Context: an optimization exercise on an open-source flow, tuned for small area. The choices shown serve that exercise and are no tape-out recipe. In this exercise RTL edits were held to simulation tests only and were not proved equivalent to the original.

==> flow/design.v (excerpt) <==
module arenaTop
(
    input  logic        clk,
    input  logic        rstN,
    input  logic        load,
    input  logic [74:0] update,
    output logic [23:0] pixel,
    output logic        hSync,
    output logic        vSync
);
Size in the first run: about 100 I/O pins, about 0.014 mm² of cells after synthesis.
Settings: LEC_CHECK=0, ABC_AREA=1, CAP_MARGIN=20, CORE_MARGIN=2, CORE_UTILIZATION=40, CTS_BUF_LIST=sky130_fd_sc_hd__clkbuf_8, CTS_CLUSTER_DIAMETER=60, CTS_CLUSTER_SIZE=12, SLEW_MARGIN=20; clock period 20.0 ns.
standard.sh (not shown) runs the stock make flow with config.mk's settings and CLKGATE_MAP_FILE= SYNTH_SCRIPT=/design/flow/synth_recipe.tcl, a recipe that flattens the netlist after the stock synthesis.
==> flow/flow/run.sh <==
#!/bin/bash
# Own layout flow: the standard synthesis, then the logic between the
# flip-flops and adder cells mapped again by ABC for area (the registers and
# their cells stay as the standard synthesis made them), then the standard flow's
# standard layout from floorplan to finish. Each tool logs to its own file here.
set -euo pipefail

R=orfs/results/${FLOW_PLATFORM}/arenaTop/base
L=orfs/logs/${FLOW_PLATFORM}/arenaTop/base

# 1. standard synthesis
bash standard.sh synth > synth_standard.log 2>&1

# 2. area re-mapping of the combinational logic
cp "$R/1_2_yosys.v" 1_2_yosys_standard.v
LIB="$FLOW_HOME/platforms/$FLOW_PLATFORM/lib/sky130_fd_sc_hd__tt_025C_1v80.lib"
DONT_USE=$(grep -o -- "-dont_use [^ ]*" "$L/1_2_yosys.log" | sort -u | tr '\n' ' ')
sed -e "s|@LIB@|$LIB|g" -e "s|@DONT_USE@|$DONT_USE|g" -e "s|@TOP@|$FLOW_TOP|g" \
    -e "s|@IN@|1_2_yosys_standard.v|g" -e "s|@OUT@|1_2_yosys_area.v|g" \
    flow/reopt.ys > reopt.ys
yosys -s reopt.ys > reopt.log 2>&1
cp 1_2_yosys_area.v "$R/1_2_yosys.v"

# 3. standard layout from the re-mapped netlist (make redoes 1_synth from it)
bash standard.sh finish > layout.log 2>&1
==> flow/flow/reopt.ys <==
# Re-map the standard synthesis's combinational logic for area.
# Flip-flops, adder cells and tie cells are kept as they are; every other
# cell is flattened into its logic function and mapped again by ABC.
read_liberty -ignore_miss_func @LIB@
read_verilog @IN@
hierarchy -top @TOP@
setattr -mod -set keep_hierarchy 1 sky130_fd_sc_hd__*df* sky130_fd_sc_hd__*dl* sky130_fd_sc_hd__fa_* sky130_fd_sc_hd__ha_* sky130_fd_sc_hd__conb_*
flatten
techmap
opt -fast
select -module @TOP@
abc -liberty @LIB@ @DONT_USE@ -script "+strash; &get -n; &deepsyn -T 60; &dch; &nf -a -R 1000; &put; topo"
select -clear
blackbox =sky130_fd_sc_hd__*
splitnets
opt_clean -purge
hilomap -singleton -hicell sky130_fd_sc_hd__conb_1 HI -locell sky130_fd_sc_hd__conb_1 LO
insbuf -buf sky130_fd_sc_hd__buf_4 A X
rename -enumerate -pattern ar_%_
check -mapped
stat -liberty @LIB@
write_verilog -noattr -nohex -nodec @OUT@
Then changed:
--- a/flow/design.v
+++ b/flow/design.v
@@ -263,19 +263,17 @@
     logic lastRow;
     assign yMode   = (col == 10'd700);
     assign lastRow = (row == 10'd524);
     logic [9:0] pos;
     logic [10:0] sumP, difP;
     assign pos  = yMode ? (lastRow ? 10'h3ff : row) : col;
-    logic [9:0] halfU;
-    assign halfU = isB ? pend[9:0] : half;
-    assign sumP = add10(pos, halfU, yMode);
-    assign difP = add10(pos, ~halfU, 1'b1);
+    assign sumP = add10(pos, half, yMode);
+    assign difP = add10(pos, ~half, 1'b1);
     logic [9:0] cT1, cB;
-    assign cT1 = yMode ? t1y : (isB ? pend[74:65] : t1x);
-    assign cB  = yMode ? by  : (isB ? pend[34:25] : bx);
+    assign cT1 = yMode ? t1y : t1x;
+    assign cB  = yMode ? by  : bx;
     logic eqLoT1, eqHiT1, eqLoB, eqHiB;
     assign eqLoT1 = (cT1 == sumP[9:0]);
     assign eqHiT1 = (cT1 == difP[9:0]);
     assign eqLoB  = (cB == sumP[9:0]);
     assign eqHiB  = (cB == difP[9:0]);
     logic gxT1, lxT1, gxB, lxB;
@@ -293,21 +291,12 @@
             gxT1 <= gxT1 | eqLoT1;
             lxT1 <= lxT1 & !eqHiT1;
             gxB  <= gxB | eqLoB;
             lxB  <= lxB & !eqHiB;
         end
     end
-    logic x00T1, x00B;
-    always_ff @(posedge clk)
-    begin
-        if (col == 10'd0 && lastRow)
-        begin
-            x00T1 <= eqLoT1;
-            x00B  <= eqLoB;
-        end
-    end
     logic gyT1, lyT1, gyB, lyB;
     always_ff @(posedge clk)
     begin
         if (isB)
         begin
             gyT1 <= (pend[64:55] == pend[9:0]);
@@ -333,14 +322,14 @@
             end
         end
     end
     logic [9:0] twoHalf;
     assign twoHalf = {half[8:0], 1'b0};
     logic inT1, inT2, inB, t2Live, flag00;
-    assign inT1 = (isB ? x00T1 : ((gxT1 | eqLoT1) & lxT1)) & gyT1 & lyT1;
-    assign inB  = bAct & (isB ? x00B : ((gxB | eqLoB) & lxB)) & gyB & lyB;
+    assign inT1 = (gxT1 | eqLoT1) & lxT1 & gyT1 & lyT1;
+    assign inB  = bAct & (gxB | eqLoB) & lxB & gyB & lyB;
     assign t2Live = okX && okY && le10(baseX[16:7], twoHalf) && le10(baseY[16:7], twoHalf);
     always_ff @(posedge clk)
         if (lastRow)
             flag00 <= t2Live;
     assign inT2 = isB ? flag00 : t2Live;
     logic nT1, nT2, nB, nF;
After rerunning: The changed run went through all stages and came out clean; final cell count shrinks by 6.4%; wire length shrinks by 6.4%; critical path depth shrinks by 6; sequential cell count shrinks by 2; non-clock buffer count grows by 1; hold slack is worse by 0.019 ns; utilization shrinks by 0.22 points; cell area shrinks by 1.2%.

---

job 435:
Another version of the RTL of arenaTop (not shown whole).
Size in the first run: about 1,400 cells after synthesis, about 100 I/O pins, roughly 14,000 sq um of cells after synthesis.
==> flow/design.v (excerpt) <==
module arenaTop
(
    input  logic        clk,
    input  logic        rstN,
    input  logic        load,
    input  logic [74:0] update,
    output logic [23:0] pixel,
    output logic        hSync,
    output logic        vSync
);
==> flow/config.mk <==
export PLATFORM = sky130hd
export DESIGN_NAME = arenaTop
export DESIGN_NICKNAME = arenaTop
export VERILOG_FILES = /design/flow/design.v
export SDC_FILE = /design/flow/constraint.sdc
export NUM_CORES = 4
export LEC_CHECK = 0
export ABC_AREA = 1
export CAP_MARGIN = 20
export CORE_MARGIN = 2
export CORE_UTILIZATION = 40
export CTS_BUF_LIST = sky130_fd_sc_hd__clkbuf_8
export CTS_CLUSTER_DIAMETER = 80
export CTS_CLUSTER_SIZE = 16
export SLEW_MARGIN = 20
==> flow/constraint.sdc <==
create_clock -name core_clock -period 20.0 [get_ports {clk}]
set_input_delay 4.0000 -clock core_clock [delete_from_list [all_inputs] [get_ports {clk}]]
set_output_delay 4.0000 -clock core_clock [all_outputs]
set_load 0.01 [all_outputs]
Scripts as last shown in full above: flow/flow/run.sh, flow/flow/reopt.ys
Input-level comparison between job 1214 and job 435:
--- a/flow/design.v
+++ b/flow/design.v
@@ -130,23 +130,16 @@
             t2x  <= pend[54:45];
             bx   <= pend[34:25];
             by   <= pend[24:15];
             hd   <= pend[14:11];
             bAct <= pend[10];
             half <= pend[9:0];
+            okX  <= boundsOk(pend[54:45], pend[9:0]);
+            okY  <= boundsOk(pend[44:35], pend[9:0]);
         end
     end
-    logic okNow;
-    assign okNow = boundsOk(isB ? pend[44:35] : t2x, isB ? pend[9:0] : half);
-    always_ff @(posedge clk)
-    begin
-        if (isB)
-            okY <= okNow;
-        if (isC)
-            okX <= okNow;
-    end
     always_ff @(posedge clk)
     begin
         if (!rstN)
             actZ <= 1'b1;
         else if (isB)
             actZ <= pendZ;
@@ -342,13 +335,13 @@
     end
     logic [9:0] twoHalf;
     assign twoHalf = {half[8:0], 1'b0};
     logic inT1, inT2, inB, t2Live, flag00;
     assign inT1 = (isB ? x00T1 : ((gxT1 | eqLoT1) & lxT1)) & gyT1 & lyT1;
     assign inB  = bAct & (isB ? x00B : ((gxB | eqLoB) & lxB)) & gyB & lyB;
-    assign t2Live = (isC ? okNow : okX) && okY && le10(baseX[16:7], twoHalf) && le10(baseY[16:7], twoHalf);
+    assign t2Live = okX && okY && le10(baseX[16:7], twoHalf) && le10(baseY[16:7], twoHalf);
     always_ff @(posedge clk)
         if (lastRow)
             flag00 <= t2Live;
     assign inT2 = isB ? flag00 : t2Live;
     logic nT1, nT2, nB, nF;
     always_comb
Results
Job 1214 reports a lower sequential share of layout area than job 435 does. Job 435 → job 1214: ratio of final minimum period to clock period picked up an extra 1.3 points. Job 435 → job 1214: post-layout net count has remained practically unchanged. Against job 435, job 1214 comes in 0.011 ns lower on worst hold margin. Lower total routed wirelength among job 1214 and job 435: job 1214. Job 1214 vs. job 435: cell area after layout moved up; wire length of the first global-routing pass now sits lower. Summary of job 1214 over job 435: global-route usage fell 0.51 points, number of inserted filler cells in the final layout increased about 0.36%.

[port drivers added, routing unchanged]
Ports are ideal in the flow. The routed layouts listed here were re-timed in OpenROAD.
Step 1: set_driving_cell puts a clkbuf_16 on clk and a buf_2 on each other input, an assumption about the parent block.
Step 2 times the ports against the registers' clock, not the clock port: input delays grow and output delays shrink by t, the midpoint of the rising clock arrivals with the driver on.
a / b / c = ideal ports / drivers / drivers and shift; a / b = the first two.
run	t (ns)	slack for setup (ns)	worst setup path after step 2	worst register clock-pin slew, ns	worst slew at a driven data input, ns
the first run of note 1	0.621	3.522 / 3.541 / 2.920	input to register	0.09 / 0.09	0.05
the second run of note 1	0.631	4.037 / 3.901 / 3.270	input to register	0.08 / 0.08	0.17
job 435	0.585	3.782 / 3.801 / 3.216	input to register	0.11 / 0.11	0.04
job 1214	0.599	3.527 / 3.549 / 2.949	input to register	0.11 / 0.11	0.05
After both steps every run listed still meets setup and hold. For the second run of note 1, which loses most, drivers alone change the setup slack by -0.136 ns; drivers and shift together by -0.767 ns.
